What follows belongs to an exercise in optimizing a design on an open flow for small area and a short achievable clock period; a production flow would make more cautious choices. Where RTL was checked, it was by simulation tests only, not by an equivalence proof against the original. No functional check of the RTL was part of runs 3 to 8. Power is estimated from default activity; no workload was simulated.

==> design/flow/design.v <==
module bbox_extent (
    input  logic [143:0] triangle,
    input  logic [47:0]  screen,
    input  logic [2:0]   grid,
    output logic [3:0]   ord_x,
    output logic [3:0]   ord_y,
    output logic         uclip_x,
    output logic         uclip_y,
    output logic         on_screen
);
    localparam integer SIGFIG = 24;
    localparam integer RADIX  = 10;
    function automatic logic gt_u(input logic [SIGFIG-1:0] a,
                                  input logic [SIGFIG-1:0] b);
        logic [31:0] g, l;
        g = {8'b0, a & ~b};
        l = {8'b0, ~a & b};
        for (int s = 1; s < 32; s = s * 2) begin
            for (int i = 0; i < 32; i = i + 2 * s) begin
                g[i] = g[i+s] | (~l[i+s] & g[i]);
                l[i] = l[i+s] | (~g[i+s] & l[i]);
            end
        end
        gt_u = g[0];
    endfunction
    function automatic logic gt_s(input logic [SIGFIG-1:0] a,
                                  input logic [SIGFIG-1:0] b);
        gt_s = gt_u({~a[SIGFIG-1], a[SIGFIG-2:0]}, {~b[SIGFIG-1], b[SIGFIG-2:0]});
    endfunction
    function automatic logic [SIGFIG-1:0] floor_g(input logic [SIGFIG-1:0] v,
                                                  input logic [2:0] g);
        floor_g = {v[SIGFIG-1:RADIX], v[RADIX-1:RADIX-3] & g, {(RADIX-3){1'b0}}};
    endfunction
    function automatic logic [6:0] axis(input logic [SIGFIG-1:0] a,
                                        input logic [SIGFIG-1:0] b,
                                        input logic [SIGFIG-1:0] c,
                                        input logic [SIGFIG-1:0] s,
                                        input logic [2:0] g);
        logic [SIGFIG-1:0] fa, fb, fc;
        logic gt_a, gt_b, gt_c;
        fa = floor_g(a, g);
        fb = floor_g(b, g);
        fc = floor_g(c, g);
        axis[0] = !gt_s(fa, fb);
        axis[1] = !gt_s(fa, fc);
        axis[2] = !gt_s(fb, fc);
        axis[3] = a[SIGFIG-1] | b[SIGFIG-1] | c[SIGFIG-1];
        gt_a = gt_s(fa, s);
        gt_b = gt_s(fb, s);
        gt_c = gt_s(fc, s);
        axis[4] = gt_a | gt_b | gt_c;
        axis[5] = !(a[SIGFIG-1] & b[SIGFIG-1] & c[SIGFIG-1]);
        axis[6] = !(gt_a & gt_b & gt_c);
    endfunction
    logic [6:0] ax, ay;
    assign ax = axis(triangle[143:120], triangle[95:72], triangle[47:24], screen[47:24], grid);
    assign ay = axis(triangle[119:96],  triangle[71:48], triangle[23:0],  screen[23:0],  grid);
    assign ord_x     = ax[3:0];
    assign uclip_x   = ax[4];
    assign ord_y     = ay[3:0];
    assign uclip_y   = ay[4];
    assign on_screen = ax[5] & ax[6] & ay[5] & ay[6];
endmodule
module bbox_snap_clip (
    input  logic [143:0] triangle,
    input  logic [47:0]  screen,
    input  logic [2:0]   grid,
    input  logic [3:0]   ord_x,
    input  logic [3:0]   ord_y,
    input  logic         uclip_x,
    input  logic         uclip_y,
    output logic [95:0]  box
);
    localparam integer SIGFIG = 24;
    localparam integer RADIX  = 10;
    function automatic logic [SIGFIG-1:0] pick(input logic [2:0] sel,
                                               input logic [SIGFIG-1:0] a,
                                               input logic [SIGFIG-1:0] b,
                                               input logic [SIGFIG-1:0] c);
        pick = ({SIGFIG{sel[0]}} & a)
             | ({SIGFIG{sel[1]}} & b)
             | ({SIGFIG{sel[2]}} & c);
    endfunction
    function automatic logic [SIGFIG-1:0] floor_g(input logic [SIGFIG-1:0] v,
                                                  input logic [2:0] g);
        floor_g = {v[SIGFIG-1:RADIX], v[RADIX-1:RADIX-3] & g, {(RADIX-3){1'b0}}};
    endfunction
    function automatic logic [2:0] min_sel(input logic [3:0] o);
        min_sel[0] = !o[3] &  o[0] &  o[1];
        min_sel[1] = !o[3] & !o[0] &  o[2];
        min_sel[2] = !o[3] & !o[1] & !o[2];
    endfunction
    function automatic logic [2:0] max_sel(input logic [3:0] o);
        max_sel[0] = !o[0] & !o[1];
        max_sel[1] =  o[0] & !o[2];
        max_sel[2] =  o[1] &  o[2];
    endfunction
    logic [SIGFIG-1:0] lx, ly, ux, uy;
    assign lx = floor_g(pick(min_sel(ord_x), triangle[143:120], triangle[95:72], triangle[47:24]), grid);
    assign ly = floor_g(pick(min_sel(ord_y), triangle[119:96],  triangle[71:48], triangle[23:0]),  grid);
    assign ux = floor_g(pick(max_sel(ord_x), triangle[143:120], triangle[95:72], triangle[47:24]), grid);
    assign uy = floor_g(pick(max_sel(ord_y), triangle[119:96],  triangle[71:48], triangle[23:0]),  grid);
    assign box[95:72] = {1'b0, lx[SIGFIG-2:0]};
    assign box[71:48] = {1'b0, ly[SIGFIG-2:0]};
    assign box[47:24] = uclip_x ? screen[47:24] : ux;
    assign box[23:0]  = uclip_y ? screen[23:0]  : uy;
endmodule
module bbox_pipe #(
    parameter integer W = 144
) (
    input  logic         clk,
    input  logic         reset,
    input  logic         halt,
    input  logic [W-1:0] in_data,
    input  logic         in_valid,
    output logic [W-1:0] d0,
    output logic [W-1:0] d1,
    output logic [W-1:0] d2,
    output logic         v0
);
    always_ff @(posedge clk) begin
        if (!halt) begin
            d0 <= in_data;
            d1 <= d0;
            d2 <= d1;
        end
    end
    always_ff @(posedge clk) begin
        if (reset) begin
            v0 <= 1'b0;
        end else if (!halt) begin
            v0 <= in_valid;
        end
    end
endmodule
module bbox_top (
    input  logic         clk,
    input  logic         reset,
    input  logic [143:0] triangle,
    input  logic         tri_valid,
    input  logic [47:0]  screen,
    input  logic [3:0]   msaa,
    input  logic         halt,
    output logic         out_valid,
    output logic [143:0] out_triangle,
    output logic [95:0]  out_box
);
    logic [143:0] tri_s0, tri_s1, tri_s2;
    logic         v0, v1, v2;
    logic [2:0]   grid_in;
    logic [2:0]   grid;
    always_comb begin
        case (msaa)
            4'b0100: grid_in = 3'b100;
            4'b0010: grid_in = 3'b110;
            4'b0001: grid_in = 3'b111;
            default: grid_in = 3'b000;
        endcase
    end
    always_ff @(posedge clk) begin
        grid <= grid_in;
    end
    bbox_pipe #(.W(144)) u_pipe (
        .clk      (clk),
        .reset    (reset),
        .halt     (halt),
        .in_data  (triangle),
        .in_valid (tri_valid),
        .d0       (tri_s0),
        .d1       (tri_s1),
        .d2       (tri_s2),
        .v0       (v0)
    );
    logic [3:0] ord_x_c, ord_y_c;
    logic       uclip_x_c, uclip_y_c, on_screen_c;
    bbox_extent u_extent (
        .triangle  (tri_s0),
        .screen    (screen),
        .grid      (grid),
        .ord_x     (ord_x_c),
        .ord_y     (ord_y_c),
        .uclip_x   (uclip_x_c),
        .uclip_y   (uclip_y_c),
        .on_screen (on_screen_c)
    );
    logic [3:0] ord_x, ord_y;
    logic       uclip_x, uclip_y;
    always_ff @(posedge clk) begin
        if (!halt) begin
            ord_x   <= ord_x_c;
            ord_y   <= ord_y_c;
            uclip_x <= uclip_x_c;
            uclip_y <= uclip_y_c;
        end
    end
    logic [95:0] box_c;
    logic [95:0] box;
    bbox_snap_clip u_snap_clip (
        .triangle (tri_s1),
        .screen   (screen),
        .grid     (grid),
        .ord_x    (ord_x),
        .ord_y    (ord_y),
        .uclip_x  (uclip_x),
        .uclip_y  (uclip_y),
        .box      (box_c)
    );
    always_ff @(posedge clk) begin
        if (!halt) begin
            box <= box_c;
        end
    end
    always_ff @(posedge clk) begin
        if (reset) begin
            v1 <= 1'b0;
            v2 <= 1'b0;
        end else if (!halt) begin
            v1 <= v0 & on_screen_c;
            v2 <= v1;
        end
    end
    assign out_valid    = v2;
    assign out_triangle = tri_s2;
    assign out_box      = box;
endmodule
==> design/flow/flow/run.sh <==
#!/bin/bash
set -o pipefail
HERE=$(pwd)
rm -rf "$HERE/scripts"
cp -r "$FLOW_HOME/scripts" "$HERE/scripts"
cp "$HERE/flow/abc_area.script" "$HERE/scripts/abc_area.script"
bash standard.sh SCRIPTS_DIR=$HERE/scripts \
    "BUFFER_PORTS_ARGS=-buffer_cell sky130_fd_sc_hd__buf_1" \
    POST_GLOBAL_PLACE_TCL=$HERE/flow/outbuf.tcl finish > standard.log 2>&1
==> design/flow/flow/abc_area.script <==
strash
dch
map -a
topo
stime -c
upsize -c
dnsize -c
==> design/flow/flow/outbuf.tcl <==
# Output port buffers: buf_1 -> buf_2
set block [ord::get_db_block]
set buf2 [[ord::get_db] findMaster sky130_fd_sc_hd__buf_2]
set n 0
foreach bt [$block getBTerms] {
  if { [$bt getIoType] != "OUTPUT" } { continue }
  set net [$bt getNet]
  if { $net == "NULL" } { continue }
  foreach it [$net getITerms] {
    set inst [$it getInst]
    if { [$it isOutputSignal] && [[$inst getMaster] getName] == "sky130_fd_sc_hd__buf_1" } {
      $inst swapMaster $buf2
      incr n
    }
  }
}
puts "outbuf.tcl: $n output port buffers made buf_2"
estimate_parasitics -placement
==> design/flow/standard.sh <==
#!/bin/bash
# synth_recipe.tcl (not shown) runs the flow's synth.tcl, then flattens the netlist and writes it again
# the make line also repeats each setting of config.mk as NAME=value (left out here)
make -C /OpenROAD-flow-scripts/flow DESIGN_CONFIG=/design/flow/config.mk WORK_HOME=/design/flow/orfs CLKGATE_MAP_FILE= SYNTH_SCRIPT=/design/flow/synth_recipe.tcl "${@:-finish}"
==> design/flow/config.mk <==
export PLATFORM = sky130hd
export DESIGN_NAME = bbox_top
export DESIGN_NICKNAME = bbox_top
export VERILOG_FILES = /design/flow/design.v
export SDC_FILE = /design/flow/constraint.sdc
export NUM_CORES = 4
export LEC_CHECK = 0
export ABC_AREA = 1
export CAP_MARGIN = 20
export CORE_MARGIN = 2
export CORE_UTILIZATION = 60
export CTS_CLUSTER_DIAMETER = 100
export CTS_CLUSTER_SIZE = 24
export SETUP_SLACK_MARGIN = 3.7
export SLEW_MARGIN = 20
==> design/flow/constraint.sdc <==
create_clock -name core_clock -period 6.0 [get_ports {clk}]
set_input_delay 1.2000 -clock core_clock [delete_from_list [all_inputs] [get_ports {clk}]]
set_output_delay 1.2000 -clock core_clock [all_outputs]
set_load 0.01 [all_outputs]
==> flow_summary.json, run 1 <==
{
  "status": "timing/DRC/antenna clean",
  "hpwl_um": 36900,
  "syn_area_um2": 20700,
  "synth_edf_count": 522,
  "p_leak_nw": 8.90,
  "coreArea_um2": 34300,
  "period_needed_ns": 2.52,
  "dieArea_um2": 36000,
  "yosysWarnings": 4,
  "clk_transition_reported_paths_ns": 0.09,
  "arrival_ns": 2.98,
  "slew_violations": 0,
  "overflow": 0,
  "hold_ws_ns": 0.424,
  "place_area_um2": 23300,
  "rows": 68,
  "ant_nets": 0,
  "avgRoutedWirePerCell_um": 21.5,
  "vias": 14517,
  "required_ns": 6.46,
  "cts_tree": "done",
  "start_util_pct": 60.4,
  "rsz0062_at_grt": "yes",
  "firstDrtPassIters": 5,
  "ys_ff_latch": 528,
  "die_h_um": 190,
  "grt_pass1_wl_um": 76900,
  "root_buffer": "clkbuf_16",
  "area_delta_synth_final_pct": 21.1,
  "worst_pin_slew_ns": 0.925,
  "drive_above_1_share_pct": 20.6,
  "antenna_found_initial": 12,
  "drt_iter0_markers": 1446,
  "grt_max_degree": 111,
  "critPathSlowestCell": "o311ai_4",
  "final-hold-violation-count": 0,
  "port_buffers": 424,
  "endpoint_kind": "register",
  "grtUsageTotal_pct": 28.5,
  "total_power_mw": 7.35,
  "postSynthAreaPerCell_um2": 13.8,
  "path_common_cell": "o311ai_2",
  "cts_buffers": 25,
  "final_common_cell": "edfxtp_1",
  "power_density_nw_per_um2": 293,
  "cp_top_family": "compound AO/OA/AOI/OAI gates",
  "clock_sinks": 528,
  "yosysSeqAreaShare_pct": 76.2,
  "pin_count": 441,
  "period_share_pct": 42.0,
  "hp-class": "reg -> reg",
  "setup_viol": 0,
  "cts_buffer_depth": 3,
  "fin_skew_ns": 0.0210,
  "grt_pass1_vias": 13503,
  "max_freq_ghz": 0.397,
  "clock_latency_ns": 0.59,
  "peakVddDrop_v": 0.000297,
  "dieWidth_um": 190,
  "htree_levels": 1,
  "setup.worst_path.start_class": "primary input",
  "synthDistinctLibCells": 42,
  "max_stage_delay_ns": 0.37,
  "utilization_pct": 73.2,
  "crit_type": "in -> reg",
  "vias_per_cell": 5.86,
  "slew_headroom_pct": 38.3,
  "cap_viol_max_count": 0,
  "fin_area_um2": 25100,
  "drc": 0,
  "netlist_instances": 1496,
  "synth_flop_cell": "edfxtp_1",
  "layout.nets": 2191,
  "asyncSetResetFlopFracSynth_pct": 0,
  "setup_tns_ns": 0,
  "final_cell_mix": "edfxtp_1, buf_2, buf_1, nand2_1, clkinv_1",
  "crit_buf_inv": 2,
  "routed_wl_um": 53200,
  "path_cells": "buf_2 -> inv_4 -> nand2_2 -> o21ai_2 -> a22oi_2 -> o311ai_4 -> a31oi_4 -> o311ai_2 -> nor2_1 -> or3_4 -> o311ai_2 -> a21oi_1",
  "critPathMaxFanout": 4
}
-- report_power, final --
| part | switching (mW) | internal [mW] |
|---|---|---|
| clock | 1.07 | 0.804 |
| combinational | 0.577 | 0.338 |
| sequential | 0.190 | 4.37 |
| total | 1.84 | 5.51 |
-- sequential cells by signal, summed over array words and instances, names as in the netlist --
register	count
v1	1
u_pipe.d2	144
u_pipe.v0	1
ord_x	4
uclip_x	1
grid	3
u_pipe.d0	144
ord_y	4
out_box	80
u_pipe.d1	144
v2	1
uclip_y	1
-- worst register-to-register path: stages (launching register included) --
cell	delay [ns]
edfxtp_1	0.45
inv_2	0.11
nor2_4	0.06
buf_12	0.12
nor2_4	0.09
o221ai_2	0.12
a311oi_2	0.26
o22ai_1	0.12
a221oi_1	0.27
inv_1	0.13
a311oi_2	0.33
nand3_1	0.14
-- metal layers --
metal	up-vias	part of all wire [%]	global-route usage (%)
met2	724	48	46.2
met1	7032	38	38.1
met4	0	4.0	11.4
li1	6650	-	-
met3	111	9.2	5.92
met5	-	0	0
-- kinds of logic after synthesis --
| logic type | share of synthesized area (%) |
|---|---|
| buffers and inverters | 3.66 |
| DFF | 76.2 |
| other | 0.0181 |
| AOI/OAI and AO/OA | 12.3 |
| and+or+nand+nor | 7.80 |
-- cell type report --
cell class,instances,area [um2]
Inverter,170,714
Clock inverter,1,20.0
Multi-Input combinational cell,797,4720
Antenna cell,14,35.0
Timing Repair Buffer,467,2490
Sequential cell,528,15800
Tap cell,455,569
Fill cell,2314,9200
Clock buffer,45,701
Timing Repair inverter,2,27.5
-- through the flow --
step	instances	setup WS, ns
final	2479	3.48
after global routing	2476	3.41
after CTS	2453	3.50
after detailed placement	2388	2.43
after global placement	2388	2.54
after floorplan	1511	3.40
-- what timing repair did --
action                     in CTS  in global routing
resized for setup              82                 80
setup buffers                  17                  9
setup endpoints to repair     543                527
pin swaps                      30                 48
hold buffers                    0                  0
cloned                          2                  3
-- path summary, 6_finish.rpt --
path / to / cells after the start / slack, ns / startpoint
setup / recovery: v1 / 12 / 3.48 / screen[31]
hold / removal: u_pipe.d2[121] / 0 / 0.42 / u_pipe.d1[121]
setup reg to reg: uclip_y / 11 / 3.55 / u_pipe.d0[56]
hold reg to reg: u_pipe.d2[121] / 0 / 0.42 / u_pipe.d1[121]
-- cell usage after synthesis, types with 3 or more instances --
master	count	area share [%]
o21a_1	3	0.11
o22ai_1	27	0.82
o21ai_0	59	1.4
or2_2	5	0.15
nor2_1	139	2.5
clkinv_1	164	3.0
o211ai_1	18	0.65
nand2_1	180	3.3
a22oi_1	100	3.6
o221ai_1	12	0.51
inv_2	5	0.091
buf_4	16	0.58
nand3_1	24	0.58
a311oi_1	10	0.42
edfxtp_1	522	76
a31oi_1	44	1.3
o31ai_1	15	0.54
a21oi_1	68	1.6
dfxtp_1	6	0.58
nor3_1	42	1.0
o21ai_1	3	0.072
a221oi_1	12	0.51
==> run 2, diff against run 1 <==
==> design/flow/flow/run.sh (replaced) <==
#!/bin/bash
set -o pipefail
HERE=$(pwd)
bash standard.sh "BUFFER_PORTS_ARGS=-buffer_cell sky130_fd_sc_hd__buf_1" \
    POST_GLOBAL_PLACE_TCL=$HERE/flow/outbuf.tcl finish > standard.log 2>&1
--- a/design/flow/config.mk
+++ b/design/flow/config.mk
@@ -11,4 +11,4 @@
 export CORE_UTILIZATION = 60
-export CTS_CLUSTER_DIAMETER = 100
-export CTS_CLUSTER_SIZE = 24
+export CTS_CLUSTER_DIAMETER = 150
+export CTS_CLUSTER_SIZE = 30
 export SETUP_SLACK_MARGIN = 3.7
removed: design/flow/flow/abc_area.script
==> run 2 against run 1 <==
  * Design area barely moved
  * Register-to-register slack gained 0.16 ns
  * Die area grew 5.0%
  * Largest power group unchanged
  * Non-clock buffer count fell by 25
  * Final cell count grew 12%
  * Largest cell class unchanged
  * Power decreased by 1.9%
  * Sequential share of layout area barely moved
  * Clock power shrank 9%
  * Synthesized area increased by 5.1%
  * Hold slack got worse by 0.0096 ns
  * Sequential cell count unchanged
  * Still clean on timing, DRC and antenna
  * Highest routed layer is now met5
==> flow_summary.json, run 2 <==
{
  "status": "timing/DRC/antenna clean",
  "cts_tree": "done",
  "peakVddDrop_v": 0.000330,
  "r2r-start": "ord_y[2]",
  "htree_levels": 1,
  "routed_wl_um": 55400,
  "overflow": 0,
  "drt_iter0_markers": 1605,
  "cp_top_family": "flip-flops",
  "postSynthAreaPerCell_um2": 11.8,
  "grt_pass1_vias": 14520,
  "ant_nets": 0,
  "cts_buffer_depth": 3,
  "clock_latency_ns": 0.57,
  "pin_count": 441,
  "worst_pin_slew_ns": 1.06,
  "period_share_pct": 40.2,
  "synth_area_leaders": "edfxtp_1, nand2_1, inv_1",
  "critPathMaxFanout": 1,
  "vias": 15580,
  "whs_endpoint": "u_pipe.d2[6]",
  "dieWidth_um": 195,
  "grtUsageTotal_pct": 28.7,
  "synth_flop_cell": "edfxtp_1",
  "yosysSeqAreaShare_pct": 72.5,
  "path_cells": "buf_2",
  "crit_buf_inv": 1,
  "setup.worst_path.start_class": "register",
  "final-hold-violation-count": 0,
  "grt_max_degree": 192,
  "cts_buffers": 21,
  "max_freq_ghz": 0.415,
  "final_common_cell": "edfxtp_1",
  "setup_viol": 0,
  "top_regs": "u_pipe.d0 (144), u_pipe.d1 (144), u_pipe.d2 (144)",
  "clk_transition_reported_paths_ns": 0.12,
  "syn_area_um2": 21800,
  "seq_area_um2": 15800,
  "max_stage_delay_ns": 0.47,
  "final_cell_mix": "edfxtp_1, nand2_1, inv_1, nor2_1, buf_2",
  "asyncSetResetFlopFracSynth_pct": 0,
  "synth-compound-area-share_pct": 8.64,
  "multiInputGateArea_um2": 4950,
  "synth-simple-area-share_pct": 13.6,
  "ys_ff_latch": 528,
  "dieArea_um2": 37800,
  "worstHoldStart": "u_pipe.d1[6]",
  "slew_violations": 0,
  "synth_top_family_by_area": "simple AND/OR/NAND/NOR gates",
  "firstDrtPassIters": 6,
  "grt_pass1_wl_um": 82600,
  "hpwl_um": 39800,
  "utilization_pct": 70.3,
  "endpoint_kind": "output pin",
  "yosysTopAreaCellShare_pct": 72.0,
  "drc": 0,
  "drive_above_1_share_pct": 14.2,
  "synth_edf_count": 522,
  "netlist_top_cells_count": "edfxtp_1, nand2_1, inv_1",
  "worst_r2r_path_depth": 4,
  "period_needed_ns": 2.41,
  "critPathSlowestCell": "edfxtp_1",
  "power_density_nw_per_um2": 288,
  "arrival_ns": 1.21,
  "required_ns": 4.80,
  "synthXorXnorAreaFrac_pct": 0,
  "vias_per_cell": 5.63,
  "fin_skew_ns": 0.0198,
  "p_leak_nw": 10.0,
  "antenna_found_initial": 9,
  "clock_sinks": 528,
  "yosysWarnings": 4,
  "yosys-mux-area-fraction_pct": 0,
  "coreArea_um2": 35700,
  "synthAdderAreaFrac_pct": 0,
  "hold_buffers": 0,
  "avgRoutedWirePerCell_um": 20.0,
  "r2r-end": "out_box[22]",
  "layout.nets": 2485,
  "synthDistinctLibCells": 44,
  "port_buffers": 424,
  "slew_headroom_pct": 29.0,
  "rows": 69,
  "r2r_setup_slack_ns": 3.71,
  "netlist_instances": 1846,
  "area_delta_synth_final_pct": 15.1,
  "rsz0062_at_grt": "yes",
  "root_buffer": "clkbuf_16",
  "setup_tns_ns": 0,
  "yosysMostFrequentCell": "edfxtp_1",
  "cap_viol_max_count": 0,
  "min_path_cells": 0,
  "die_h_um": 195,
  "hp-class": "reg -> reg",
  "fill_cells": 2574,
  "crit_type": "reg -> out",
  "start_util_pct": 61.1,
  "synth_area_leader_cell": "edfxtp_1"
}
[run 2: cell types whose count changed after synthesis, sizes merged, moves of 35 or more]
cell / previous run / this run
a21oi: 68 / 103
a22oi: 101 / 2
clkinv: 164 / 2
inv: 6 / 237
nand2: 182 / 371
nand3: 24 / 98
nor2: 141 / 211
[run 2: how the worst max path moves through the flow]
stage,startpoint,endpoint,slack [ns],cells past startpoint
after floorplan,halt,ord_x[0],-3.36,1
after global placement,ord_y[1],out_box[16],3.20,5
after detailed placement,halt,u_pipe.d2[120],3.16,3
after CTS,u_pipe.d2[13],out_triangle[13],3.57,1
after global routing,u_pipe.d2[13],out_triangle[13],3.55,1
final,u_pipe.d2[13],out_triangle[13],3.59,1
[run 2: timing repair]
action,CTS,global route
setup endpoints to repair,178,374
pin swaps,0,2
resized for setup,27,45
setup buffers,0,7
[run 2: layout make-up]
| type | count | area share (%) |
|---|---|---|
| timing repair buffer | 442 | 8.78 |
| sequential | 528 | 63.0 |
| inverter | 239 | 3.68 |
| antenna | 9 | 0.0898 |
| clock buffer | 36 | 2.32 |
| clock inverter | 1 | 0.0649 |
| multi-input combinational | 1053 | 19.8 |
| tap | 461 | 2.30 |
[run 2: worst register-to-register path, cell delays in order (launching register included)]
cell and delay, ns:
edfxtp_1 0.62, nand2_1 0.25, inv_1 0.71, nand2_1 0.13
a32oi_1 0.36
[run 2: cells by family after synthesis]
group / Yosys count
and+or+nand+nor: 721
DFF: 528
AOI/OAI and AO/OA: 316
buffers and inverters: 280
other: 1
[run 2: through the flow]
stage	hold slack (ns)	power [mW]	worst slack (ns)	cell area [um2]	std cells
global route	0.432	7.48	3.55	25100	2764
finish	0.414	7.21	3.59	25100	2769
detailed placement	0.405	5.53	3.16	24200	2716
global placement	0.400	5.48	3.20	23900	2716
floorplan	0.400	5.16	-3.36	21900	1861
CTS	0.422	7.21	3.57	24900	2753
[run 2: report_power, final]
group | switching, mW | internal [mW] | leakage (nW) | total [mW]
logic | 0.622 | 0.303 | 4.58 | 0.925
registers | 0.190 | 4.37 | 5.17 | 4.56
clock network | 1.05 | 0.677 | 0.283 | 1.72
total | 1.86 | 5.35 | 10.0 | 7.21
[run 2: per-layer routing]
metal	GRT usage (%)	wire (um)	vias up
li1	-	-	7316
met4	10.3	1870	4
met2	44.4	25300	803
met1	40.9	22600	7357
met3	6.00	5700	100
met5	0	23	-
==> run 3, diff against run 2 <==
--- a/design/flow/design.v
+++ b/design/flow/design.v
@@ -4,4 +4,4 @@
     input  logic [2:0]   grid,
-    output logic [3:0]   ord_x,
-    output logic [3:0]   ord_y,
+    output logic [2:0]   ord_x,
+    output logic [2:0]   ord_y,
     output logic         uclip_x,
@@ -33,3 +33,3 @@
     endfunction
-    function automatic logic [6:0] axis(input logic [SIGFIG-1:0] a,
+    function automatic logic [5:0] axis(input logic [SIGFIG-1:0] a,
                                         input logic [SIGFIG-1:0] b,
@@ -46,3 +46,2 @@
         axis[2] = !gt_s(fb, fc);
-        axis[3] = a[SIGFIG-1] | b[SIGFIG-1] | c[SIGFIG-1];
         gt_a = gt_s(fa, s);
@@ -50,14 +49,14 @@
         gt_c = gt_s(fc, s);
-        axis[4] = gt_a | gt_b | gt_c;
-        axis[5] = !(a[SIGFIG-1] & b[SIGFIG-1] & c[SIGFIG-1]);
-        axis[6] = !(gt_a & gt_b & gt_c);
-    endfunction
-    logic [6:0] ax, ay;
+        axis[3] = gt_a | gt_b | gt_c;
+        axis[4] = !(a[SIGFIG-1] & b[SIGFIG-1] & c[SIGFIG-1]);
+        axis[5] = !(gt_a & gt_b & gt_c);
+    endfunction
+    logic [5:0] ax, ay;
     assign ax = axis(triangle[143:120], triangle[95:72], triangle[47:24], screen[47:24], grid);
     assign ay = axis(triangle[119:96],  triangle[71:48], triangle[23:0],  screen[23:0],  grid);
-    assign ord_x     = ax[3:0];
-    assign uclip_x   = ax[4];
-    assign ord_y     = ay[3:0];
-    assign uclip_y   = ay[4];
-    assign on_screen = ax[5] & ax[6] & ay[5] & ay[6];
+    assign ord_x     = ax[2:0];
+    assign uclip_x   = ax[3];
+    assign ord_y     = ay[2:0];
+    assign uclip_y   = ay[3];
+    assign on_screen = ax[4] & ax[5] & ay[4] & ay[5];
 endmodule
@@ -67,4 +66,4 @@
     input  logic [2:0]   grid,
-    input  logic [3:0]   ord_x,
-    input  logic [3:0]   ord_y,
+    input  logic [2:0]   ord_x,
+    input  logic [2:0]   ord_y,
     input  logic         uclip_x,
@@ -87,8 +86,9 @@
     endfunction
-    function automatic logic [2:0] min_sel(input logic [3:0] o);
-        min_sel[0] = !o[3] &  o[0] &  o[1];
-        min_sel[1] = !o[3] & !o[0] &  o[2];
-        min_sel[2] = !o[3] & !o[1] & !o[2];
-    endfunction
-    function automatic logic [2:0] max_sel(input logic [3:0] o);
+    function automatic logic [2:0] min_sel(input logic [2:0] o,
+                                           input logic neg);
+        min_sel[0] = !neg &  o[0] &  o[1];
+        min_sel[1] = !neg & !o[0] &  o[2];
+        min_sel[2] = !neg & !o[1] & !o[2];
+    endfunction
+    function automatic logic [2:0] max_sel(input logic [2:0] o);
         max_sel[0] = !o[0] & !o[1];
@@ -98,4 +98,7 @@
     logic [SIGFIG-1:0] lx, ly, ux, uy;
-    assign lx = floor_g(pick(min_sel(ord_x), triangle[143:120], triangle[95:72], triangle[47:24]), grid);
-    assign ly = floor_g(pick(min_sel(ord_y), triangle[119:96],  triangle[71:48], triangle[23:0]),  grid);
+    logic              neg_x, neg_y;
+    assign neg_x = triangle[143] | triangle[95] | triangle[47];
+    assign neg_y = triangle[119] | triangle[71] | triangle[23];
+    assign lx = floor_g(pick(min_sel(ord_x, neg_x), triangle[143:120], triangle[95:72], triangle[47:24]), grid);
+    assign ly = floor_g(pick(min_sel(ord_y, neg_y), triangle[119:96],  triangle[71:48], triangle[23:0]),  grid);
     assign ux = floor_g(pick(max_sel(ord_x), triangle[143:120], triangle[95:72], triangle[47:24]), grid);
@@ -173,3 +176,3 @@
     );
-    logic [3:0] ord_x_c, ord_y_c;
+    logic [2:0] ord_x_c, ord_y_c;
     logic       uclip_x_c, uclip_y_c, on_screen_c;
@@ -185,3 +188,3 @@
     );
-    logic [3:0] ord_x, ord_y;
+    logic [2:0] ord_x, ord_y;
     logic       uclip_x, uclip_y;
--- a/design/flow/config.mk
+++ b/design/flow/config.mk
@@ -11,4 +11,4 @@
 export CORE_UTILIZATION = 60
-export CTS_CLUSTER_DIAMETER = 150
-export CTS_CLUSTER_SIZE = 30
+export CTS_CLUSTER_DIAMETER = 100
+export CTS_CLUSTER_SIZE = 24
 export SETUP_SLACK_MARGIN = 3.7
==> run 3 against run 2 <==
  * Core utilization shrank 0.11 points
  * Routed wire length down 2.9%
  * Sequential cell count is 2 lower
  * Critical path type unchanged
  * Critical endpoint is now out_box[68]
==> flow_summary.json, run 3 <==
{
  "asyncSetResetFlopFracSynth_pct": 0,
  "routed_wl_um": 53800,
  "final_common_cell": "edfxtp_1",
  "max_freq_ghz": 0.407,
  "peakVddDrop_v": 0.000348,
  "netlist_top_cells_count": "edfxtp_1, nand2_1, inv_1",
  "path_cells": "buf_2",
  "setup.worst_path.start_class": "register",
  "cts_buffers": 25,
  "max_stage_delay_ns": 0.49,
  "hpwl_um": 38700,
  "hp-class": "reg -> reg",
  "start_util_pct": 60.9,
  "grt_pass1_vias": 14355,
  "synthDistinctLibCells": 44,
  "rows": 69,
  "worst_pin_slew_ns": 0.861,
  "pin_count": 441,
  "root_buffer": "clkbuf_16",
  "synth_edf_count": 520,
  "rsz0062_at_grt": "yes",
  "drt_iter0_markers": 1713,
  "period_needed_ns": 2.45,
  "drive_above_1_share_pct": 14.3,
  "yosysSeqAreaShare_pct": 72.6,
  "port_buffers": 424,
  "use_met1_pct": 40.0,
  "arrival_ns": 1.25,
  "crit_type": "reg -> out",
  "power_density_nw_per_um2": 292,
  "total_power_mw": 7.29,
  "grtUsageTotal_pct": 27.7,
  "yosysWarnings": 4,
  "fin_skew_ns": 0.0206,
  "layout.nets": 2461,
  "clock_sinks": 526,
  "dieArea_um2": 37600,
  "avgRoutedWirePerCell_um": 19.6,
  "coreArea_um2": 35600,
  "overflow": 0,
  "hold_ws_ns": 0.423,
  "synth_area_leaders": "edfxtp_1, nand2_1, inv_1",
  "antenna_found_initial": 7,
  "status": "timing/DRC/antenna clean",
  "grt-busiest-layer": "met2",
  "cts_buffer_depth": 3,
  "drc": 0,
  "ys_ff_latch": 526,
  "dieWidth_um": 194,
  "yosysMostFrequentCell": "edfxtp_1",
  "final_cell_mix": "edfxtp_1, nand2_1, buf_2, inv_1, nor2_1",
  "grt_pass1_wl_um": 80600,
  "vias": 15546,
  "syn_area_um2": 21700,
  "die_h_um": 194,
  "vias_per_cell": 5.66,
  "ant_nets": 0,
  "cp_top_family": "flip-flops",
  "area_delta_synth_final_pct": 15.3,
  "htree_levels": 1,
  "critPathSlowestCell": "edfxtp_1",
  "top_regs": "u_pipe.d0 (144), u_pipe.d1 (144), u_pipe.d2 (144)",
  "netlist_instances": 1823,
  "clk_transition_reported_paths_ns": 0.09,
  "slew_headroom_pct": 42.4,
  "gr-usage-met2_pct": 43.9,
  "required_ns": 4.80,
  "setup_viol": 0,
  "slew_violations": 0,
  "yosysTopAreaCellShare_pct": 72.1,
  "synth_area_leader_cell": "edfxtp_1",
  "p_leak_nw": 9.98,
  "critPathMaxFanout": 1,
  "crit_buf_inv": 1,
  "synth_flop_cell": "edfxtp_1",
  "clock_latency_ns": 0.58,
  "place_ws_ns": 2.95,
  "firstDrtPassIters": 7,
  "grtUsageMet3_pct": 3.90,
  "final-hold-violation-count": 0,
  "period_share_pct": 40.9,
  "cap_viol_max_count": 0,
  "postSynthAreaPerCell_um2": 11.9,
  "grt_max_degree": 177,
  "utilization_pct": 70.2,
  "endpoint_kind": "output pin",
  "setup_slack_ns": 3.55,
  "cts_tree": "done"
}
## run 3: changes by cell type after synthesis, sizes merged, moves of 6 or more
cell / delta
nor2: -9
o221ai: +8
nand3: -16
nand4: +7
o22ai: +6
nand2: -15
## run 3: routing by layer
layer | vias to the layer above | wire, um
met4 | 2 | 1710
met1 | 7388 | 22100
li1 | 7271 | -
met2 | 784 | 25300
met5 | - | 13
met3 | 101 | 4650
## run 3: power breakdown
part           total [mW]  internal [mW]  switching, mW
Clock                1.88          0.815           1.07
Combinational       0.886          0.288          0.597
Sequential           4.52           4.35          0.175
## run 3: path summary, 6_finish.rpt
kind,start,to,slack (ns),depth (start not counted)
max,out_box[68],out_box[68],3.55,1
max reg2reg,u_pipe.d1[71],out_box[57],3.80,7
min,u_pipe.d1[96],u_pipe.d2[96],0.42,0
min reg2reg,u_pipe.d1[96],u_pipe.d2[96],0.42,0
## run 3: timing repair
action	in CTS	in global routing
gates cloned	1	0
setup buffers	4	2
resized for setup	14	25
hold buffers	0	0
setup endpoints to repair	705	405
pin swaps	0	1
## run 3: logic make-up after synthesis
| kind of cell | share of synthesized area [%] |
|---|---|
| AO/OA/AOI/OAI | 9.24 |
| buffers and inverters | 5.25 |
| other | 0.0173 |
| AND/OR/NAND/NOR | 12.9 |
| flip-flops | 72.6 |
## run 3: stage by stage
stage / std cells / area, um2 / TNS, ns
finish: 2749 / 25000 / 0
global route: 2747 / 25000 / 0
CTS: 2739 / 24900 / 0
detailed placement: 2688 / 24100 / 0
global placement: 2688 / 23800 / 0
floorplan: 1838 / 21800 / -1736.32
## run 3: cell type report
cell class | instances | area, um2
Clock inverter | 1 | 20.0
Multi-Input combinational cell | 1031 | 4900
Antenna cell | 8 | 20.0
Fill cell | 2573 | 10600
Inverter | 236 | 906
Timing Repair Buffer | 440 | 2100
Timing Repair inverter | 1 | 5.00
Sequential cell | 526 | 15700
Clock buffer | 45 | 711
Tap cell | 461 | 577
==> run 4, diff against run 3 <==
--- a/design/flow/config.mk
+++ b/design/flow/config.mk
@@ -13,2 +13,3 @@
 export CTS_CLUSTER_SIZE = 24
+export GPL_ROUTABILITY_DRIVEN = 0
 export SETUP_SLACK_MARGIN = 3.7
==> run 4 against run 3 <==
  * Still clean
  * Sequential cell count stayed put
  * Fmax down 0.48%
  * Clock skew is 0.0029 ns higher
  * Core utilization grew 0.14 points
  * Design area rose by 0.20%
  * Sequential power is essentially flat
  * Critical path type unchanged
  * Largest cell class unchanged
==> flow_summary.json, run 4 <==
{
  "period_needed_ns": 2.47,
  "die_h_um": 194,
  "vias_per_cell": 5.66,
  "hold_ws_ns": 0.424,
  "crit_buf_inv": 1,
  "setup_viol": 0,
  "hpwl_um": 38200,
  "max_freq_ghz": 0.405,
  "arrival_ns": 1.27,
  "critPathMaxFanout": 1,
  "rows": 69,
  "path_cells": "buf_2",
  "netlist_instances": 1823,
  "coreArea_um2": 35600,
  "yosys-mux-area-fraction_pct": 0,
  "ys_ff_latch": 526,
  "endpoint_kind": "output pin",
  "dieWidth_um": 194,
  "final-hold-violation-count": 0,
  "start_util_pct": 60.9,
  "synth_flop_cell": "edfxtp_1",
  "synthDistinctLibCells": 44,
  "cts_buffer_depth": 3,
  "clock_sinks": 526,
  "slew_violations": 0,
  "antenna_found_initial": 8,
  "p_int_mw": 5.46,
  "power_frac_seq_pct": 61.8,
  "htree_levels": 1,
  "netlist_top_cells_count": "edfxtp_1, nand2_1, inv_1",
  "postSynthAreaPerCell_um2": 11.9,
  "synth_area_leader_cell": "edfxtp_1",
  "cts_tree": "done",
  "rsz0062_at_grt": "yes",
  "grt_pass1_wl_um": 78900,
  "top_regs": "u_pipe.d0 (144), u_pipe.d1 (144), u_pipe.d2 (144)",
  "cap_viol_max_count": 0,
  "port_buffers": 424,
  "grtUsageTotal_pct": 27.0,
  "synthXorXnorAreaFrac_pct": 0,
  "routed_wl_um": 52600,
  "drc": 0,
  "clock_latency_ns": 0.59,
  "synth-simple-area-share_pct": 12.9,
  "drt_iter0_markers": 1297,
  "slew_headroom_pct": 36.1,
  "yosysSeqAreaShare_pct": 72.6,
  "clk_transition_reported_paths_ns": 0.11,
  "worst_pin_slew_ns": 0.959,
  "synth_edf_count": 520,
  "netSwitchingFraction_pct": 25.4,
  "combPwrFrac_pct": 12.0,
  "firstDrtPassIters": 5,
  "critPathSlowestCell": "edfxtp_1",
  "synth-compound-area-share_pct": 9.24,
  "setup.worst_path.start_class": "register",
  "period_share_pct": 41.1,
  "p_leak_nw": 10.0,
  "syn_area_um2": 21700,
  "required_ns": 4.80,
  "ant_nets": 0,
  "yosysTopAreaCellShare_pct": 72.1,
  "min_path_cells": 0,
  "vias": 15576,
  "overflow": 0,
  "netSwitchingPower_mw": 1.86,
  "final_common_cell": "edfxtp_1",
  "pwr-share-clk_pct": 26.1,
  "max_stage_delay_ns": 0.49,
  "crit_cells": 1,
  "setup_tns_ns": 0,
  "layout.nets": 2462,
  "drive_above_1_share_pct": 14.2,
  "cts_buffers": 25,
  "root_buffer": "clkbuf_16",
  "synth_area_leaders": "edfxtp_1, nand2_1, inv_1",
  "final_cell_mix": "edfxtp_1, nand2_1, inv_1, buf_2, nor2_1",
  "status": "timing/DRC/antenna clean",
  "asyncSetResetFlopFracSynth_pct": 0,
  "total_power_mw": 7.31,
  "grt_pass1_vias": 14231,
  "avgRoutedWirePerCell_um": 19.1,
  "grt_max_degree": 187,
  "yosysMostFrequentCell": "edfxtp_1",
  "peakVddDrop_v": 0.000354,
  "power_density_nw_per_um2": 292,
  "yosysWarnings": 4,
  "fin_skew_ns": 0.0234,
  "crit_type": "reg -> out",
  "area_delta_synth_final_pct": 15.5,
  "synth_top_family_by_area": "simple AND/OR/NAND/NOR gates",
  "hp-class": "reg -> reg",
  "cp_top_family": "flip-flops",
  "synthAdderAreaFrac_pct": 0,
  "dieArea_um2": 37600,
  "pin_count": 441,
  "worst_r2r_path_depth": 5
}
==> run 4: cell counts after synthesis <==
No cell type changed its count.
==> run 4: metal layers <==
metal / vias to the layer above / global-route usage (%) / routed length (um)
met5: - / 0 / 0
met4: 0 / 9.79 / 1910
met3: 90 / 3.55 / 4670
met2: 806 / 42.3 / 24500
met1: 7412 / 39.6 / 21500
li1: 7268 / - / -
==> run 4: cells by family after synthesis <==
group | count (synthesis)
AOI/OAI and AO/OA | 332
buffers and inverters | 281
DFF | 526
other | 1
and+or+nand+nor | 683
==> run 4: metrics by stage <==
step / setup WS (ns) / std cells / area (um2) / util (%)
3_3_place_gp: 3.02 / 2687 / 23800 / 66.8
3_5_place_dp: 2.98 / 2688 / 24100 / 67.7
2_1_floorplan: -3.33 / 1838 / 21800 / -
4_1_cts: 3.51 / 2739 / 24900 / 70.0
5_1_grt: 3.50 / 2750 / 25000 / 70.3
6_report: 3.53 / 2751 / 25000 / 70.4
==> run 4: worst paths after layout <==
check             slack, ns            end     startpoint
setup / recovery       3.53    out_box[68]    out_box[68]
hold / removal         0.42  u_pipe.d2[30]  u_pipe.d1[30]
setup reg to reg       3.90    out_box[45]       ord_x[2]
hold reg to reg        0.42  u_pipe.d2[30]  u_pipe.d1[30]
==> run 4: area by class of cell <==
| cell class | instances | area, um2 |
|---|---|---|
| Sequential cell | 526 | 15700 |
| Fill cell | 2574 | 10500 |
| Multi-Input combinational cell | 1031 | 4880 |
| Timing Repair Buffer | 441 | 2160 |
| Inverter | 236 | 906 |
| Clock buffer | 45 | 711 |
| Tap cell | 461 | 577 |
| Antenna cell | 9 | 22.5 |
| Clock inverter | 1 | 20.0 |
| Timing Repair inverter | 1 | 5.00 |
==> run 4: power groups by stage <==
stage	Clock (mW)	Sequential [mW]	Combinational, mW
2_1_floorplan	0	4.64	0.477
3_3_place_gp	0	4.59	0.806
3_5_place_dp	0	4.60	0.853
4_1_cts	1.94	4.52	0.867
5_1_grt	2.06	4.55	0.973
6_report	1.91	4.52	0.881
==> run 4: timing repair <==
action / 4_1_cts / 5_1_grt
hold buffers: 0 / 0
pin swaps: 0 / 1
gates resized for setup: 13 / 30
buffers inserted: 3 / 3
endpoints found under the setup margin: 423 / 241
gates cloned: 2 / 0
==> run 5, diff against run 4 <==
--- a/design/flow/config.mk
+++ b/design/flow/config.mk
@@ -13,4 +13,3 @@
 export CTS_CLUSTER_SIZE = 24
-export GPL_ROUTABILITY_DRIVEN = 0
-export SETUP_SLACK_MARGIN = 3.7
+export SETUP_SLACK_MARGIN = 3.6
 export SLEW_MARGIN = 20
==> run 5 against run 4 <==
  * Clock skew shrank 0.0032 ns
  * Hold slack lost 0.0023 ns
  * Final cell count shrank 0.22%
  * Critical endpoint unchanged
  * Die area is the same
  * Routed wire length grew 2.0%
  * Register-to-register slack lost 0.24 ns
  * Design area shrank 0.64%
  * Combinational power shrank 0.6%
  * Clock power is essentially flat
  * Largest cell class unchanged
  * Global-route usage grew 0.57 points
==> flow_summary.json, run 5 <==
{
  "dieWidth_um": 194,
  "postSynthAreaPerCell_um2": 11.9,
  "max_stage_delay_ns": 0.50,
  "root_buffer": "clkbuf_16",
  "p_leak_nw": 9.91,
  "cts_buffer_depth": 3,
  "layout.nets": 2459,
  "yosysWarnings": 4,
  "final_cell_mix": "edfxtp_1, nand2_1, buf_2, inv_1",
  "utilization_pct": 69.9,
  "hp-class": "reg -> reg",
  "area_delta_synth_final_pct": 14.8,
  "port_buffers": 424,
  "netlist_instances": 1823,
  "synth_edf_count": 520,
  "whs_endpoint": "u_pipe.d1[98]",
  "hpwl_um": 38700,
  "r2r-start": "u_pipe.d1[95]",
  "slew_violations": 0,
  "endpoint_kind": "output pin",
  "period_needed_ns": 2.47,
  "firstDrtPassIters": 8,
  "worstHoldStart": "u_pipe.d0[98]",
  "peakVddDrop_v": 0.000349,
  "r2r_setup_slack_ns": 3.66,
  "ys_ff_latch": 526,
  "cts_buffers": 25,
  "synth_area_leader_cell": "edfxtp_1",
  "fin_skew_ns": 0.0202,
  "grt_max_degree": 177,
  "cts_tree": "done",
  "netlist_top_cells_count": "edfxtp_1, nand2_1, inv_1",
  "total_power_mw": 7.28,
  "setup.worst_path.start_class": "register",
  "coreArea_um2": 35600,
  "clock_latency_ns": 0.58,
  "routed_wl_um": 53600,
  "ant_nets": 0,
  "yosysTopAreaCellShare_pct": 72.1,
  "min_path_cells": 0,
  "final-hold-violation-count": 0,
  "critPathMaxFanout": 1,
  "cp_top_family": "flip-flops",
  "final_common_cell": "edfxtp_1",
  "vias": 15589,
  "power_density_nw_per_um2": 293,
  "yosysSeqAreaShare_pct": 72.6,
  "crit_type": "reg -> out",
  "grtUsageTotal_pct": 27.6,
  "clock_sinks": 526,
  "drive_above_1_share_pct": 13.6,
  "cap_viol_max_count": 0,
  "setup_slack_ns": 3.53,
  "vias_per_cell": 5.68,
  "overflow": 0,
  "start_util_pct": 60.9,
  "synth_flop_cell": "edfxtp_1",
  "drc": 0,
  "period_share_pct": 41.1,
  "path_cells": "buf_2",
  "pin_count": 441,
  "syn_area_um2": 21700,
  "asyncSetResetFlopFracSynth_pct": 0,
  "rsz0062_at_grt": "yes",
  "fill_cells": 2585,
  "arrival_ns": 1.27,
  "hold_ws_ns": 0.422,
  "required_ns": 4.80,
  "place_ws_ns": 2.95,
  "status": "timing/DRC/antenna clean",
  "yosysMostFrequentCell": "edfxtp_1",
  "worst_pin_slew_ns": 0.965,
  "synthDistinctLibCells": 44,
  "max_freq_ghz": 0.405,
  "rows": 69,
  "dieArea_um2": 37600,
  "drt_iter0_markers": 1616,
  "crit_buf_inv": 1,
  "clk_transition_reported_paths_ns": 0.09,
  "die_h_um": 194,
  "grt_pass1_vias": 14321,
  "avgRoutedWirePerCell_um": 19.5,
  "setup_viol": 0,
  "antenna_found_initial": 6,
  "htree_levels": 1,
  "grt_pass1_wl_um": 80400,
  "worst_r2r_path_depth": 7,
  "synth_area_leaders": "edfxtp_1, nand2_1, inv_1",
  "top_regs": "u_pipe.d0 (144), u_pipe.d1 (144), u_pipe.d2 (144)",
  "slew_headroom_pct": 35.6,
  "critPathSlowestCell": "edfxtp_1",
  "r2r-end": "out_box[81]"
}
[run 5: changes by cell type in the layout (fill, tap and decap cells not counted), moves of 3 or more]
cell,delta
clkbuf_2,-9
buf_6,-12
buf_1,+9
diode_2,-3
buf_2,+11
[run 5: cells by family (layout without fill, tap and decap cells)]
family / count (synthesis) / after routing / share of synthesized area, %
compound gates: 332 / 332 / 9.24
buf+inv: 281 / 721 / 5.25
other cells: 1 / 22 / 0.0173
flops: 526 / 526 / 72.6
simple gates: 683 / 683 / 12.9
[run 5: layer usage]
metal	GRT usage [%]	vias to the layer above	part of all wire (%)
met5	0	-	0.024
met4	9.12	2	3.3
met3	3.76	105	8.8
met2	43.9	805	47
met1	40.0	7426	41
li1	-	7251	-
[run 5: stage by stage]
step	instance area (um2)	cells	setup TNS [ns]
floorplan	21800	1838	-1736.32
global placement	23800	2688	0
detailed placement	24100	2688	0
CTS	24800	2735	0
global route	24900	2744	0
finish	24900	2745	0
[run 5: what timing repair did]
item                       4_1_cts  5_1_grt
pin swaps                        0        0
gates cloned                     1        0
setup endpoints to repair      162      341
buffers inserted                 0        4
hold buffers                     0        0
gates resized for setup          3        4
[run 5: power by group]
| group | internal, mW | leakage (nW) | switching [mW] |
|---|---|---|---|
| sequential | 4.35 | 5.15 | 0.174 |
| combinational | 0.281 | 4.41 | 0.595 |
| clock | 0.815 | 0.348 | 1.07 |
[run 5: how the worst max path moves through the flow]
stage,depth (start not counted),end,start,slack [ns]
after floorplan,1,ord_x[0],halt,-3.33
after global placement,3,u_pipe.d2[54],halt,2.98
after detailed placement,3,u_pipe.d2[54],halt,2.95
after CTS,1,out_box[68],out_box[68],3.51
after global routing,1,out_box[68],out_box[68],3.50
final,1,out_box[68],out_box[68],3.53
[run 5: cell type report]
| class | count | area (um2) | area share (%) |
|---|---|---|---|
| sequential | 526 | 15700 | 63.3 |
| multi-input combinational | 1031 | 4880 | 19.6 |
| timing repair buffer | 438 | 2020 | 8.11 |
| inverter | 236 | 906 | 3.64 |
| clock buffer | 45 | 711 | 2.86 |
| tap | 461 | 577 | 2.32 |
| clock inverter | 1 | 20.0 | 0.0805 |
| antenna | 6 | 15.0 | 0.0604 |
| timing repair inverter | 1 | 5.00 | 0.0201 |
==> run 6, diff against run 5 <==
--- a/design/flow/config.mk
+++ b/design/flow/config.mk
@@ -11,5 +11,5 @@
 export CORE_UTILIZATION = 60
-export CTS_CLUSTER_DIAMETER = 100
-export CTS_CLUSTER_SIZE = 24
-export SETUP_SLACK_MARGIN = 3.6
+export CTS_CLUSTER_DIAMETER = 150
+export CTS_CLUSTER_SIZE = 30
+export SETUP_SLACK_MARGIN = 3.7
 export SLEW_MARGIN = 20
==> run 6 against run 5 <==
  * Sequential power barely moved
  * Count of clock-buffer cells in the layout fell by 18
  * First-iteration DRC count rose by 2.0%
  * Via count fell by 0.44%
  * Die area did not move
  * Critical path depth did not move
  * Fmax rose by 1.6%
  * Sequential cell count did not move
  * Synthesized area did not move
  * Clock power fell by 11%
==> flow_summary.json, run 6 <==
{
  "rsz0062_at_grt": "yes",
  "synth_edf_count": 520,
  "postSynthAreaPerCell_um2": 11.9,
  "hold_buffers": 0,
  "synth_area_leader_cell": "edfxtp_1",
  "layout.nets": 2455,
  "endpoint_kind": "output pin",
  "rows": 69,
  "place_area_um2": 24100,
  "required_ns": 4.80,
  "area_delta_synth_final_pct": 14.6,
  "period_share_pct": 40.5,
  "die_h_um": 194,
  "yosysSeqAreaShare_pct": 72.6,
  "min_path_cells": 0,
  "whs_endpoint": "u_pipe.d2[96]",
  "status": "timing/DRC/antenna clean",
  "dieWidth_um": 194,
  "hp-class": "reg -> reg",
  "r2r-start": "grid[2]",
  "setup.worst_path.start_class": "register",
  "coreArea_um2": 35600,
  "dieArea_um2": 37600,
  "critPathSlowestCell": "edfxtp_1",
  "final_common_cell": "edfxtp_1",
  "max_stage_delay_ns": 0.50,
  "max_freq_ghz": 0.412,
  "grt_pass1_vias": 14373,
  "grt_pass1_wl_um": 80000,
  "power_density_nw_per_um2": 286,
  "routed_wl_um": 53300,
  "arrival_ns": 1.23,
  "grtUsageTotal_pct": 27.4,
  "crit_type": "reg -> out",
  "top_regs": "u_pipe.d0 (144), u_pipe.d1 (144), u_pipe.d2 (144)",
  "path_cells": "buf_2",
  "firstDrtPassIters": 6,
  "crit_buf_inv": 1,
  "clk_transition_reported_paths_ns": 0.11,
  "cts_buffer_depth": 3,
  "p_leak_nw": 9.91,
  "setup_viol": 0,
  "period_needed_ns": 2.43,
  "yosysWarnings": 4,
  "final_cell_mix": "edfxtp_1, nand2_1, buf_2, inv_1, nor2_1",
  "netlist_instances": 1823,
  "ant_nets": 0,
  "worstHoldStart": "u_pipe.d1[96]",
  "htree_levels": 1,
  "start_util_pct": 60.9,
  "slew_headroom_pct": 44.3,
  "vias": 15520,
  "final-hold-violation-count": 0,
  "netlist_top_cells_count": "edfxtp_1, nand2_1, inv_1",
  "port_buffers": 424,
  "synth_area_leaders": "edfxtp_1, nand2_1, inv_1",
  "worstSetupStartpoint": "out_box[68]",
  "asyncSetResetFlopFracSynth_pct": 0,
  "critPathMaxFanout": 1,
  "synthDistinctLibCells": 44,
  "clock_latency_ns": 0.56,
  "drive_above_1_share_pct": 14.6,
  "fin_area_um2": 24800,
  "overflow": 0,
  "fin_skew_ns": 0.0249,
  "worst_pin_slew_ns": 0.835,
  "peakVddDrop_v": 0.000374,
  "r2r-end": "v1",
  "yosysMostFrequentCell": "edfxtp_1",
  "ys_ff_latch": 526,
  "cap_viol_max_count": 0,
  "r2r_setup_slack_ns": 3.81,
  "root_buffer": "clkbuf_16",
  "pin_count": 441,
  "cts_tree": "done",
  "setup_slack_ns": 3.57,
  "avgRoutedWirePerCell_um": 19.5,
  "worst_r2r_path_depth": 13,
  "slew_violations": 0,
  "utilization_pct": 69.8,
  "drt_iter0_markers": 1649,
  "syn_area_um2": 21700,
  "synth_flop_cell": "edfxtp_1",
  "cp_top_family": "flip-flops",
  "vias_per_cell": 5.69,
  "place_ws_ns": 2.95,
  "clock_sinks": 526,
  "cts_buffers": 21,
  "grt_max_degree": 177,
  "drc": 0,
  "hpwl_um": 38700,
  "yosysTopAreaCellShare_pct": 72.1,
  "antenna_found_initial": 9
}
==> run 6: cell counts after synthesis <==
Identical to the previous run, type by type.
==> run 6: area by class of cell <==
| type | instances | area (um2) |
|---|---|---|
| clock inverter | 1 | 16.3 |
| clock buffer | 27 | 548 |
| inverter | 236 | 906 |
| timing repair inverter | 1 | 5.00 |
| timing repair buffer | 438 | 2110 |
| sequential | 526 | 15700 |
| multi-input combinational | 1031 | 4920 |
| fill | 2569 | 10700 |
| tap | 461 | 577 |
| antenna | 8 | 20.0 |
==> run 6: repair_timing <==
item | CTS | global route
setup endpoints to repair | 646 | 347
cloned | 1 | 1
buffers inserted | 3 | 0
pin swaps | 1 | 2
resized for setup | 14 | 37
endpoints found under the hold margin | 0 | 0
==> run 6: metal layers <==
layer  wire length [um]  track usage, %  share of wire (%)
met5                 23               0              0.043
met2              24800            42.9                 47
met3               5040            4.17                9.5
met1              21700            39.6                 41
met4               1750            9.76                3.3
==> run 6: worst max-delay path by stage <==
stage,cells past startpoint,to
3_3_place_gp,3,u_pipe.d2[54]
3_5_place_dp,3,u_pipe.d2[54]
6_report,1,out_box[68]
5_1_grt,1,out_box[68]
4_1_cts,1,out_box[68]
2_1_floorplan,1,ord_x[0]
==> run 6: cell families after synthesis <==
kind of cell	synth area share, %
AOI/OAI and AO/OA	9.24
buffers and inverters	5.25
DFF	72.6
other	0.0173
and+or+nand+nor	12.9
==> run 6: per-stage QoR <==
stage / instances / TNS (ns) / hold slack (ns) / power [mW]
floorplan: 1838 / -1736.32 / 0.400 / 5.11
detailed placement: 2688 / 0 / 0.405 / 5.46
global placement: 2688 / 0 / 0.400 / 5.41
finish: 2729 / 0 / 0.428 / 7.09
global route: 2728 / 0 / 0.435 / 7.37
CTS: 2720 / 0 / 0.430 / 7.11
==> run 6: power breakdown <==
part	switching, mW	internal (mW)	leakage, nW
combinational	0.597	0.291	4.48
clock	1.03	0.657	0.273
sequential	0.175	4.35	5.15
==> run 6: worst reg2reg max path: cells and delay by family (launching register included) <==
family | cells | cell delay, ns
AO/OA/AOI/OAI | 2 | 0.28
AND/OR/NAND/NOR | 11 | 1.06
flip-flops | 1 | 0.75
==> run 7, diff against run 6 <==
--- a/design/flow/config.mk
+++ b/design/flow/config.mk
@@ -10,3 +10,3 @@
 export CORE_MARGIN = 2
-export CORE_UTILIZATION = 60
+export CORE_UTILIZATION = 65
 export CTS_CLUSTER_DIAMETER = 150
==> run 7 against run 6 <==
  * Sequential cell count is the same
  * Register-to-register slack lost 0.02 ns
  * Highest routed layer is now met4
  * Synthesized area is the same
  * Via count grew 1.2%
==> flow_summary.json, run 7 <==
{
  "period_share_pct": 40.2,
  "r2r_setup_slack_ns": 3.79,
  "pin_count": 441,
  "final_common_cell": "edfxtp_1",
  "rows": 66,
  "clk_transition_reported_paths_ns": 0.11,
  "setup.worst_path.start_class": "register",
  "fill_cells": 2148,
  "synth_area_leader_cell": "edfxtp_1",
  "grtUsageTotal_pct": 30.3,
  "cts_buffers": 21,
  "status": "timing/DRC/antenna clean",
  "max_freq_ghz": 0.414,
  "avgRoutedWirePerCell_um": 20.1,
  "drive_above_1_share_pct": 14.3,
  "port_buffers": 424,
  "rsz0062_at_grt": "yes",
  "crit_type": "reg -> out",
  "cts_tree": "done",
  "vias_per_cell": 5.76,
  "cts_buffer_depth": 3,
  "postSynthAreaPerCell_um2": 11.9,
  "area_delta_synth_final_pct": 15.1,
  "antenna_found_initial": 14,
  "drc": 0,
  "vias": 15705,
  "grt_pass1_vias": 14606,
  "total_power_mw": 7.14,
  "arrival_ns": 1.21,
  "ys_ff_latch": 526,
  "firstDrtPassIters": 8,
  "critPathSlowestCell": "edfxtp_1",
  "endpoint_kind": "output pin",
  "slew_headroom_pct": 49.6,
  "syn_area_um2": 21700,
  "hpwl_um": 39700,
  "power_density_nw_per_um2": 286,
  "synth_area_leaders": "edfxtp_1, nand2_1, inv_1",
  "root_buffer": "clkbuf_16",
  "yosysWarnings": 4,
  "coreArea_um2": 32700,
  "synth_flop_cell": "edfxtp_1",
  "grt_pass1_wl_um": 81200,
  "dieArea_um2": 34800,
  "overflow": 0,
  "period_needed_ns": 2.41,
  "post-place-cells": 2667,
  "dieWidth_um": 187,
  "setup_slack_ns": 3.59,
  "peakVddDrop_v": 0.000242,
  "yosysSeqAreaShare_pct": 72.6,
  "grt_max_degree": 106,
  "asyncSetResetFlopFracSynth_pct": 0,
  "final-hold-violation-count": 0,
  "yosysMostFrequentCell": "edfxtp_1",
  "setup_viol": 0,
  "top_regs": "u_pipe.d0 (144), u_pipe.d1 (144), u_pipe.d2 (144)",
  "cp_top_family": "flip-flops",
  "max_stage_delay_ns": 0.48,
  "required_ns": 4.80,
  "path_cells": "buf_2",
  "layout.nets": 2457,
  "synthDistinctLibCells": 44,
  "worst_pin_slew_ns": 0.753,
  "netlist_top_cells_count": "edfxtp_1, nand2_1, inv_1",
  "slew_violations": 0,
  "cap_viol_max_count": 0,
  "final_cell_mix": "edfxtp_1, nand2_1, inv_1, buf_2, nor2_1",
  "drt_iter0_markers": 1823,
  "clock_sinks": 526,
  "hold_buffers": 0,
  "netlist_instances": 1823,
  "stdcell_count": 2728,
  "clock_latency_ns": 0.57,
  "synth_edf_count": 520,
  "critPathMaxFanout": 1,
  "fin_skew_ns": 0.0345,
  "routed_wl_um": 54800,
  "htree_levels": 1,
  "hp-class": "reg -> reg",
  "ant_nets": 0,
  "crit_buf_inv": 1,
  "place_ws_ns": 2.39,
  "die_h_um": 187,
  "yosysTopAreaCellShare_pct": 72.1,
  "start_util_pct": 66.2,
  "p_leak_nw": 9.96
}
[run 7: cell counts after synthesis]
No cell type changed its count.
[run 7: layout make-up]
type                    count  area (um2)  share of cell area, %
diodes                     15        37.5                  0.151
clock buffers              36         582                   2.33
multi-input cells        1031        4890                   19.6
well taps                 442         553                   2.22
clock inverters             1        16.3                 0.0652
repair inverters            2        12.5                 0.0502
flip-flops and latches    526       15700                   63.1
repair buffers            439        2200                   8.82
inverters                 236         906                   3.63
[run 7: layer usage]
metal	vias to the layer above	track usage [%]	wire, um
met5	-	0	0
met4	0	13.8	2320
met3	131	3.52	5060
met2	889	48.9	26400
met1	7427	42.3	21100
li1	7258	-	-
[run 7: what timing repair did]
action	4_1_cts	5_1_grt
buffers inserted	3	0
gates resized for setup	17	33
gates cloned	4	2
pin swaps	1	2
setup endpoints to repair	621	202
[run 7: logic make-up after synthesis]
kind of cell | count (synthesis) | share of synthesized area [%]
and+or+nand+nor | 683 | 12.9
DFF | 526 | 72.6
AOI/OAI and AO/OA | 332 | 9.24
buffers and inverters | 281 | 5.25
other | 1 | 0.0173
[run 7: worst reg2reg max path: cells and delay by family (launching register included)]
family | cells | cell delay (ns)
AND/OR/NAND/NOR | 1 | 0.58
AO/OA/AOI/OAI | 3 | 0.51
flip-flops | 1 | 0.50
buffers and inverters | 1 | 0.45
[run 7: power by group]
| part | switching, mW | leakage [nW] | internal, mW |
|---|---|---|---|
| sequential | 0.177 | 5.15 | 4.35 |
| clock | 1.04 | 0.284 | 0.680 |
| combinational | 0.603 | 4.52 | 0.295 |
[run 7: through the flow]
| stage | instance area, um2 | hold slack, ns | util, % | TNS, ns |
|---|---|---|---|---|
| 3_3_place_gp | 23700 | 0.400 | 72.6 | 0 |
| 5_1_grt | 24900 | 0.435 | 76.2 | 0 |
| 2_1_floorplan | 21800 | 0.400 | - | -1736.32 |
| 6_report | 24900 | 0.429 | 76.2 | 0 |
| 4_1_cts | 24800 | 0.424 | 75.7 | 0 |
| 3_5_place_dp | 24000 | 0.405 | 73.4 | 0 |
[run 7: worst paths after layout]
kind,end,start,cells after the start
setup / recovery,out_box[1],out_box[1],1
hold / removal,u_pipe.d2[27],u_pipe.d1[27],0
setup reg to reg,out_box[42],ord_x[0],5
hold reg to reg,u_pipe.d2[27],u_pipe.d1[27],0
==> run 8, diff against run 7 <==
--- a/design/flow/config.mk
+++ b/design/flow/config.mk
@@ -10,3 +10,3 @@
 export CORE_MARGIN = 2
-export CORE_UTILIZATION = 65
+export CORE_UTILIZATION = 55
 export CTS_CLUSTER_DIAMETER = 150
==> run 8 against run 7 <==
  * Still clean on timing, DRC and antenna
  * Die area increased by 18%
  * Critical path depth unchanged
  * Synthesized cell count unchanged
  * Fmax decreased by 1.0%
  * Via count decreased by 3.7%
==> flow_summary.json, run 8 <==
{
  "fin_area_um2": 25000,
  "synth_flop_cell": "edfxtp_1",
  "htree_levels": 1,
  "routed_wl_um": 53000,
  "setup_viol": 0,
  "yosysTopAreaCellShare_pct": 72.1,
  "critPathSlowestCell": "edfxtp_1",
  "final-hold-violation-count": 0,
  "cp_top_family": "flip-flops",
  "slew_headroom_pct": 45.9,
  "path_cells": "buf_6",
  "utilization_pct": 64.5,
  "overflow": 0,
  "grtUsageTotal_pct": 25.2,
  "yosysSeqAreaShare_pct": 72.6,
  "cts_buffers": 21,
  "setup.worst_path.start_class": "register",
  "hp-class": "reg -> reg",
  "port_buffers": 424,
  "period_share_pct": 40.6,
  "synth_edf_count": 520,
  "critPathMaxFanout": 1,
  "final_common_cell": "edfxtp_1",
  "peakVddDrop_v": 0.000247,
  "asyncSetResetFlopFracSynth_pct": 0,
  "status": "timing/DRC/antenna clean",
  "max_freq_ghz": 0.410,
  "start_util_pct": 55.9,
  "hold_ws_ns": 0.426,
  "syn_area_um2": 21700,
  "endpoint_kind": "output pin",
  "grt_max_degree": 149,
  "arrival_ns": 1.24,
  "total_power_mw": 7.14,
  "clock_sinks": 526,
  "crit_type": "reg -> out",
  "period_needed_ns": 2.44,
  "ant_nets": 0,
  "synthDistinctLibCells": 44,
  "place_area_um2": 24100,
  "postSynthAreaPerCell_um2": 11.9,
  "vias_per_cell": 5.41,
  "vias": 15129,
  "firstDrtPassIters": 5,
  "cts_buffer_depth": 3,
  "fin_skew_ns": 0.0264,
  "max_stage_delay_ns": 0.49,
  "required_ns": 4.80,
  "dieWidth_um": 202,
  "slew_violations": 0,
  "p_leak_nw": 9.94,
  "synth_area_leaders": "edfxtp_1, nand2_1, inv_1",
  "netlist_instances": 1823,
  "die_h_um": 202,
  "drive_above_1_share_pct": 14.5,
  "yosysMostFrequentCell": "edfxtp_1",
  "antenna_found_initial": 8,
  "rsz0062_at_grt": "yes",
  "clock_latency_ns": 0.57,
  "cts_tree": "done",
  "ys_ff_latch": 526,
  "grt_pass1_vias": 14071,
  "crit_buf_inv": 1,
  "avgRoutedWirePerCell_um": 19.0,
  "final_cell_mix": "edfxtp_1, nand2_1, inv_1, buf_2, nor2_1",
  "synth_area_leader_cell": "edfxtp_1",
  "clk_transition_reported_paths_ns": 0.13,
  "yosysWarnings": 4,
  "drt_iter0_markers": 1372,
  "netlist_top_cells_count": "edfxtp_1, nand2_1, inv_1",
  "cap_viol_max_count": 0,
  "power_density_nw_per_um2": 286,
  "hold_buffers": 0,
  "root_buffer": "clkbuf_16",
  "area_delta_synth_final_pct": 15.3,
  "drc": 0,
  "dieArea_um2": 41000,
  "top_regs": "u_pipe.d0 (144), u_pipe.d1 (144), u_pipe.d2 (144)",
  "pin_count": 441,
  "coreArea_um2": 38700,
  "grt_pass1_wl_um": 79500,
  "rows": 72,
  "layout.nets": 2455,
  "hpwl_um": 39200,
  "worst_pin_slew_ns": 0.811
}
==> run 8: area by class of cell <==
cell class / instances / area [um2]
Timing Repair Buffer: 438 / 2140
Multi-Input combinational cell: 1031 / 4910
Inverter: 236 / 906
Timing Repair inverter: 1 / 5.00
Clock buffer: 36 / 582
Antenna cell: 7 / 17.5
Tap cell: 518 / 648
Sequential cell: 526 / 15700
Fill cell: 3100 / 13800
Clock inverter: 2 / 25.0
==> run 8: metal layers <==
metal / GRT usage (%) / vias to the layer above / part of all wire (%)
met4: 7.25 / 2 / 2.5
met3: 3.50 / 65 / 6.9
li1: - / 7255 / -
met1: 36.8 / 7213 / 43
met2: 40.1 / 594 / 47
met5: 0 / - / 0.025
==> run 8: worst paths after layout <==
check / startpoint / endpoint / slack [ns] / cells past startpoint
worst max-delay path: out_box[68] / out_box[68] / 3.56 / 1
worst min-delay path: u_pipe.d1[74] / u_pipe.d2[74] / 0.43 / 0
worst max register to register: ord_x[0] / out_box[40] / 3.84 / 5
worst min register to register: u_pipe.d1[74] / u_pipe.d2[74] / 0.43 / 0
==> run 8: kinds of logic after synthesis <==
logic type,share of synthesized area [%]
buffers and inverters,5.25
AND/OR/NAND/NOR,12.9
AO/OA/AOI/OAI,9.24
flip-flops,72.6
other,0.0173
==> run 8: metrics by stage <==
stage                     instances  worst slack, ns  setup TNS [ns]
final                          2795             3.56               0
after CTS                      2784             3.55               0
after floorplan                1838            -3.33        -1736.32
after detailed placement       2746             3.11               0
after global routing           2795             3.52               0
after global placement         2746             3.11               0
==> run 8: timing repair <==
item	in CTS	in global routing
gates resized for setup	16	46
setup endpoints to repair	197	652
cloned	0	1
buffers inserted	0	3
pin swaps	0	2
==> run 8: where the power goes <==
group / internal [mW] / leakage (nW) / switching, mW
Clock: 0.683 / 0.288 / 1.06
Sequential: 4.35 / 5.15 / 0.175
Combinational: 0.291 / 4.49 / 0.585
Total: 5.32 / 9.94 / 1.82

## static timing again, ports no longer ideal
How much do the figures lean on ideal ports? The routed layouts below were timed once more, with nothing changed but the port constraints. Step 1, drivers: a clkbuf_16 drives clk and a buf_2 each remaining input, both assumed. Step 2 times the ports against the registers' clock, not the clock port: input delays grow and output delays shrink by t, the midpoint of the rising clock arrivals with the driver on. Slacks: ideal ports / drivers / drivers and shift; pairs: ideal ports / drivers.
run | shift t [ns] | setup slack, ns | worst hold slack (ns) | slew at the worst register clock pin (ns)
run 1 | 0.627 | 3.480 / 3.441 / 2.814 | 0.424 / 0.424 / 0.424 | 0.10 / 0.10
run 2 | 0.607 | 3.591 / 3.538 / 3.144 | 0.414 / 0.414 / 0.414 | 0.12 / 0.12
run 3 | 0.625 | 3.546 / 3.492 / 3.123 | 0.423 / 0.423 / 0.423 | 0.10 / 0.10
run 4 | 0.631 | 3.534 / 3.481 / 3.121 | 0.424 / 0.424 / 0.424 | 0.11 / 0.11
run 5 | 0.627 | 3.532 / 3.479 / 3.068 | 0.422 / 0.422 / 0.422 | 0.11 / 0.11
run 6 | 0.600 | 3.571 / 3.516 / 3.116 | 0.428 / 0.428 / 0.428 | 0.12 / 0.12
run 7 | 0.599 | 3.586 / 3.532 / 3.054 | 0.429 / 0.429 / 0.429 | 0.12 / 0.12
run 8 | 0.612 | 3.561 / 3.508 / 3.141 | 0.426 / 0.426 / 0.426 | 0.13 / 0.13
After both steps every run listed still meets setup and hold. For run 1, which loses most, drivers alone change the setup slack by -0.039 ns; drivers and shift together by -0.666 ns.
